From an optimization exercise on the open Yosys and OpenROAD flow, aimed at small area and a short achievable clock period; shortcuts taken in it are not production practice.
Function was checked by simulation only, so behaviour that the tests miss may differ from the original.
No activity file was given, so power comes from the tool's default toggle rates.

## if_stage
module if_stage #(
    parameter int unsigned BTB_IDX_BITS = 4,
    parameter logic [31:0] RESET_PC     = 32'h0000_0000,
    parameter logic [31:0] NOP_INST     = 32'h0000_0013
) (
    input  logic        clk,
    input  logic        reset,
    input  logic        stall,
    input  logic        flush,
    input  logic [31:0] redirect_pc,
    input  logic        upd_valid,
    input  logic [31:0] upd_pc,
    input  logic        upd_taken,
    input  logic [31:0] upd_target,
    output logic [31:0] imem_addr,
    input  logic [31:0] imem_inst,
    output logic [31:0] if_id_inst,
    output logic [31:0] if_id_pc,
    output logic        if_id_valid,
    output logic        if_id_pred_taken,
    output logic [31:0] if_id_pred_target
);
For scale: roughly 49000 um2 of cells after synthesis.
export LEC_CHECK = 0
export CAP_MARGIN = 20
export CORE_MARGIN = 2
export CORE_UTILIZATION = 55
export SETUP_SLACK_MARGIN = 3.15
export SLEW_MARGIN = 20
create_clock -name core_clock -period 6.0 [get_ports {clk}]
standard.sh (not shown) runs the stock make flow with config.mk's settings and CLKGATE_MAP_FILE= SYNTH_SCRIPT=/design/flow/synth_recipe.tcl, a recipe that flattens the netlist after the stock synthesis.
==> flow/flow/run.sh <==
#!/bin/bash
set -euo pipefail
export BUFFER_PORTS_ARGS="-buffer_cell sky130_fd_sc_hd__buf_2"
export CTS_ARGS="-sink_clustering_enable -repair_clock_nets -dont_use_dummy_load -sink_clustering_size 30 -sink_clustering_max_diameter 80"
bash standard.sh > flow_make.log 2>&1
==> next run, changes <==
--- a/flow/config.mk
+++ b/flow/config.mk
@@ -9,4 +9,4 @@
 export CORE_MARGIN = 2
 export CORE_UTILIZATION = 55
-export SETUP_SLACK_MARGIN = 3.15
+export SETUP_SLACK_MARGIN = 3.2
 export SLEW_MARGIN = 20
The changed run completed with no timing, DRC or antenna violations.
Worst setup slack is worse by 0.024 ns.
Total power increases slightly.
Clock skew goes down by 0.033 ns.
Sequential power is about the same.
Final area rose by a few percent.
Combinational power came out higher by a few percent.
Clock power barely changes.
Fmax drops slightly.
Register-to-register slack stays flat.
Non-clock buffer count is higher by 73.
==> next run, changes <==
--- a/flow/config.mk
+++ b/flow/config.mk
@@ -9,4 +9,4 @@
 export CORE_MARGIN = 2
 export CORE_UTILIZATION = 55
-export SETUP_SLACK_MARGIN = 3.2
+export SETUP_SLACK_MARGIN = 3.1
 export SLEW_MARGIN = 20
=>
- The changed run finished with timing, DRC and antenna clean
- global-route usage shrinks by 1.3 points
- worst setup slack got worse by 0.042 ns
- synthesized area stays the same
- via count fell by 2.0%
- maximum frequency went down by 1.4%
- first-iteration DRC count shrinks by 10%
- worst hold slack loses 0.0031 ns
- wire length is lower by 3.5%
- utilization decreases by 1.5 points
- combinational power goes down by about 4%
- total power went down by 1.3%
==> next run, changes <==
--- a/flow/config.mk
+++ b/flow/config.mk
@@ -9,4 +9,4 @@
 export CORE_MARGIN = 2
 export CORE_UTILIZATION = 55
-export SETUP_SLACK_MARGIN = 3.1
+export SETUP_SLACK_MARGIN = 2.9
 export SLEW_MARGIN = 20
- routed wire length fell by 5.4%
- cell area fell by 4.4%
- clock power rose by about 1%
- register-to-register slack is worse by 0.13 ns

========
The RTL this note starts from:
==> flow/design.v <==
module if_stage #(
    parameter int unsigned BTB_IDX_BITS = 4,
    parameter logic [31:0] RESET_PC     = 32'h0000_0000,
    parameter logic [31:0] NOP_INST     = 32'h0000_0013
) (
    input  logic        clk,
    input  logic        reset,
    input  logic        stall,
    input  logic        flush,
    input  logic [31:0] redirect_pc,
    input  logic        upd_valid,
    input  logic [31:0] upd_pc,
    input  logic        upd_taken,
    input  logic [31:0] upd_target,
    output logic [31:0] imem_addr,
    input  logic [31:0] imem_inst,
    output logic [31:0] if_id_inst,
    output logic [31:0] if_id_pc,
    output logic        if_id_valid,
    output logic        if_id_pred_taken,
    output logic [31:0] if_id_pred_target
);
    localparam int unsigned ENTRIES = 1 << BTB_IDX_BITS;
    localparam int unsigned TAG_W   = 30 - BTB_IDX_BITS;
    logic [31:0] pc_q;
    logic [ENTRIES-1:0] pc_oh_q;    
    logic [31:0] inst_q;
    logic [31:0] id_pc_q;
    logic        valid_q;
    logic        pt_q;
    logic [31:0] ptgt_q;
    logic [ENTRIES-1:0]            btb_v_q;
    logic [ENTRIES-1:0][TAG_W-1:0] btb_tag_q;
    logic [ENTRIES-1:0][31:0]      btb_tgt_q;
    logic [ENTRIES-1:0][1:0]       btb_ctr_q;
    logic [BTB_IDX_BITS-1:0] uidx;
    logic [ENTRIES-1:0]      uhit_e, usel;
    logic                    pred_taken;
    logic [31:0]             tgt_rd, pc_inc;
    logic                    unused_upd_lsb;
    assign unused_upd_lsb = ^upd_pc[1:0];
    assign uidx = upd_pc[BTB_IDX_BITS+1:2];
    always_comb begin
        for (int e = 0; e < ENTRIES; e++) begin
            uhit_e[e] = btb_v_q[e] && (btb_tag_q[e] == upd_pc[31:BTB_IDX_BITS+2]);
            usel[e]   = upd_valid && (uidx == e[BTB_IDX_BITS-1:0]);
        end
    end
    logic [TAG_W-1:0] tag_rd;
    logic             vt_rd;
    always_comb begin
        tgt_rd = '0;
        tag_rd = '0;
        vt_rd  = 1'b0;
        for (int e = 0; e < ENTRIES; e++) begin
            tgt_rd = tgt_rd | (btb_tgt_q[e] & {32{pc_oh_q[e]}});
            tag_rd = tag_rd | (btb_tag_q[e] & {TAG_W{pc_oh_q[e]}});
            vt_rd  = vt_rd | (btb_v_q[e] & btb_ctr_q[e][1] & pc_oh_q[e]);
        end
    end
    assign pred_taken = vt_rd && (tag_rd == pc_q[31:BTB_IDX_BITS+2]);
    assign pc_inc     = pc_q + 32'd4;
    logic        adv, clr;
    logic [31:0] pc_hold, ptgt_hold;
    logic [31:0] pc_tk, pc_nt, ptgt_tk, ptgt_nt;
    assign clr       = reset || flush;
    assign adv       = !clr && !stall;
    assign pc_hold   = reset ? RESET_PC : (flush ? redirect_pc : pc_q);
    assign ptgt_hold = clr ? 32'd0 : ptgt_q;
    assign pc_tk     = adv ? tgt_rd : pc_hold;
    assign pc_nt     = adv ? pc_inc : pc_hold;
    assign ptgt_tk   = adv ? tgt_rd : ptgt_hold;
    assign ptgt_nt   = adv ? pc_inc : ptgt_hold;
    logic [ENTRIES-1:0] oh_hold, oh_tk, oh_nt, oh_inc, oh_tgt, oh_redir;
    always_comb begin
        oh_tgt   = '0;
        oh_redir = '0;
        oh_tgt[tgt_rd[BTB_IDX_BITS+1:2]]        = 1'b1;
        oh_redir[redirect_pc[BTB_IDX_BITS+1:2]] = 1'b1;
    end
    assign oh_inc  = {pc_oh_q[ENTRIES-2:0], pc_oh_q[ENTRIES-1]};
    assign oh_hold = reset ? ENTRIES'(1) << RESET_PC[BTB_IDX_BITS+1:2] : (flush ? oh_redir : pc_oh_q);
    assign oh_tk   = adv ? oh_tgt : oh_hold;
    assign oh_nt   = adv ? oh_inc : oh_hold;
    always_ff @(posedge clk) begin
        pc_oh_q <= pred_taken ? oh_tk : oh_nt;
        pc_q    <= pred_taken ? pc_tk : pc_nt;
        ptgt_q  <= pred_taken ? ptgt_tk : ptgt_nt;
        pt_q    <= adv ? pred_taken : (!clr && pt_q);
        if (clr) begin
            inst_q  <= NOP_INST;
            id_pc_q <= 32'd0;
            valid_q <= 1'b0;
        end else if (!stall) begin
            inst_q  <= imem_inst;
            id_pc_q <= pc_q;
            valid_q <= 1'b1;
        end
    end
    always_ff @(posedge clk) begin
        for (int e = 0; e < ENTRIES; e++) begin
            if (reset)
                btb_v_q[e] <= 1'b0;
            else if (usel[e] && upd_taken)
                btb_v_q[e] <= 1'b1;
        end
    end
    always_ff @(posedge clk) begin
        for (int e = 0; e < ENTRIES; e++) begin
            if (usel[e] && upd_taken) begin
                btb_tag_q[e] <= upd_pc[31:BTB_IDX_BITS+2];
                btb_tgt_q[e] <= upd_target;
            end
            if (usel[e]) begin
                if (uhit_e[e]) begin
                    if (upd_taken) begin
                        if (btb_ctr_q[e] != 2'd3) btb_ctr_q[e] <= btb_ctr_q[e] + 2'd1;
                    end else begin
                        if (btb_ctr_q[e] != 2'd0) btb_ctr_q[e] <= btb_ctr_q[e] - 2'd1;
                    end
                end else if (upd_taken) begin
                    btb_ctr_q[e] <= 2'b10;
                end
            end
        end
    end
    assign imem_addr         = pc_q;
    assign if_id_inst        = inst_q;
    assign if_id_pc          = id_pc_q;
    assign if_id_valid       = valid_q;
    assign if_id_pred_taken  = pt_q;
    assign if_id_pred_target = ptgt_q;
endmodule
Settings: LEC_CHECK=0, CAP_MARGIN=20, CORE_MARGIN=2, CORE_UTILIZATION=55, SETUP_SLACK_MARGIN=3.5, SLEW_MARGIN=20; clock period 6.0 ns.
run.sh (not shown) runs the stock make flow with config.mk's settings and CLKGATE_MAP_FILE= SYNTH_SCRIPT=/design/flow/synth_recipe.tcl, a recipe that flattens the netlist after the stock synthesis.
Stock flow here: none of the scripts above is used.
Change:
Settings changed: SETUP_SLACK_MARGIN 3.5 to 3.1.
The changed run completed with no timing, DRC or antenna violations.
Total power went down by 1.9%.
Worst setup slack is worse by 0.017 ns.
Core utilization went down by 1.2 points.
Global-route usage went down by 0.18 points.
Final cell count went down by 0.54%.
Routed wire length went down by 0.77%.
Synthesized area does not change.
Design area went down by 1.7%.
Hold slack hardly moves.
Clock-buffer cell count went down by 17.

==> separate check: timing with driven ports <==
The results above use ideal ports. As a check the final layouts listed here were re-extracted and re-timed, cells and wires unchanged. Step 1: set_driving_cell puts a clkbuf_16 on clk and a buf_2 on each other input, an assumption about the parent block. Step 2 times the ports against the registers' clock, not the clock port: input delays grow and output delays shrink by t, the midpoint of the rising clock arrivals with the driver on. Slacks: ideal ports / drivers / drivers and shift; pairs: ideal ports / drivers.
| run | t (ns) | setup slack, ns | worst hold slack (ns) | cell pins on the clock port's net |
|---|---|---|---|---|
| the first run of note 1 | 0.722 | 3.108 / 3.027 / 2.305 | 0.477 / 0.477 / 0.477 | 1 |
| the second run of note 1 | 0.711 | 3.084 / 3.010 / 2.337 | 0.475 / 0.475 / 0.475 | 1 |
| the third run of note 1 | 0.691 | 3.042 / 3.000 / 2.310 | 0.472 / 0.472 / 0.472 | 1 |
| the fourth run of note 1 | 0.696 | 2.809 / 2.852 / 2.156 | 0.476 / 0.476 / 0.476 | 1 |
| the first run of note 2 | 0.754 | 2.372 / 2.372 / 2.219 | 0.464 / 0.464 / 0.464 | 1 |
| the second run of note 2 | 0.777 | 2.355 / 2.355 / 2.054 | 0.466 / 0.466 / 0.466 | 1 |
After both steps setup and hold are still met in every run listed. The setup slack of the first run of note 1, which loses most, moves by -0.081 ns with the drivers and by -0.803 ns with both steps.
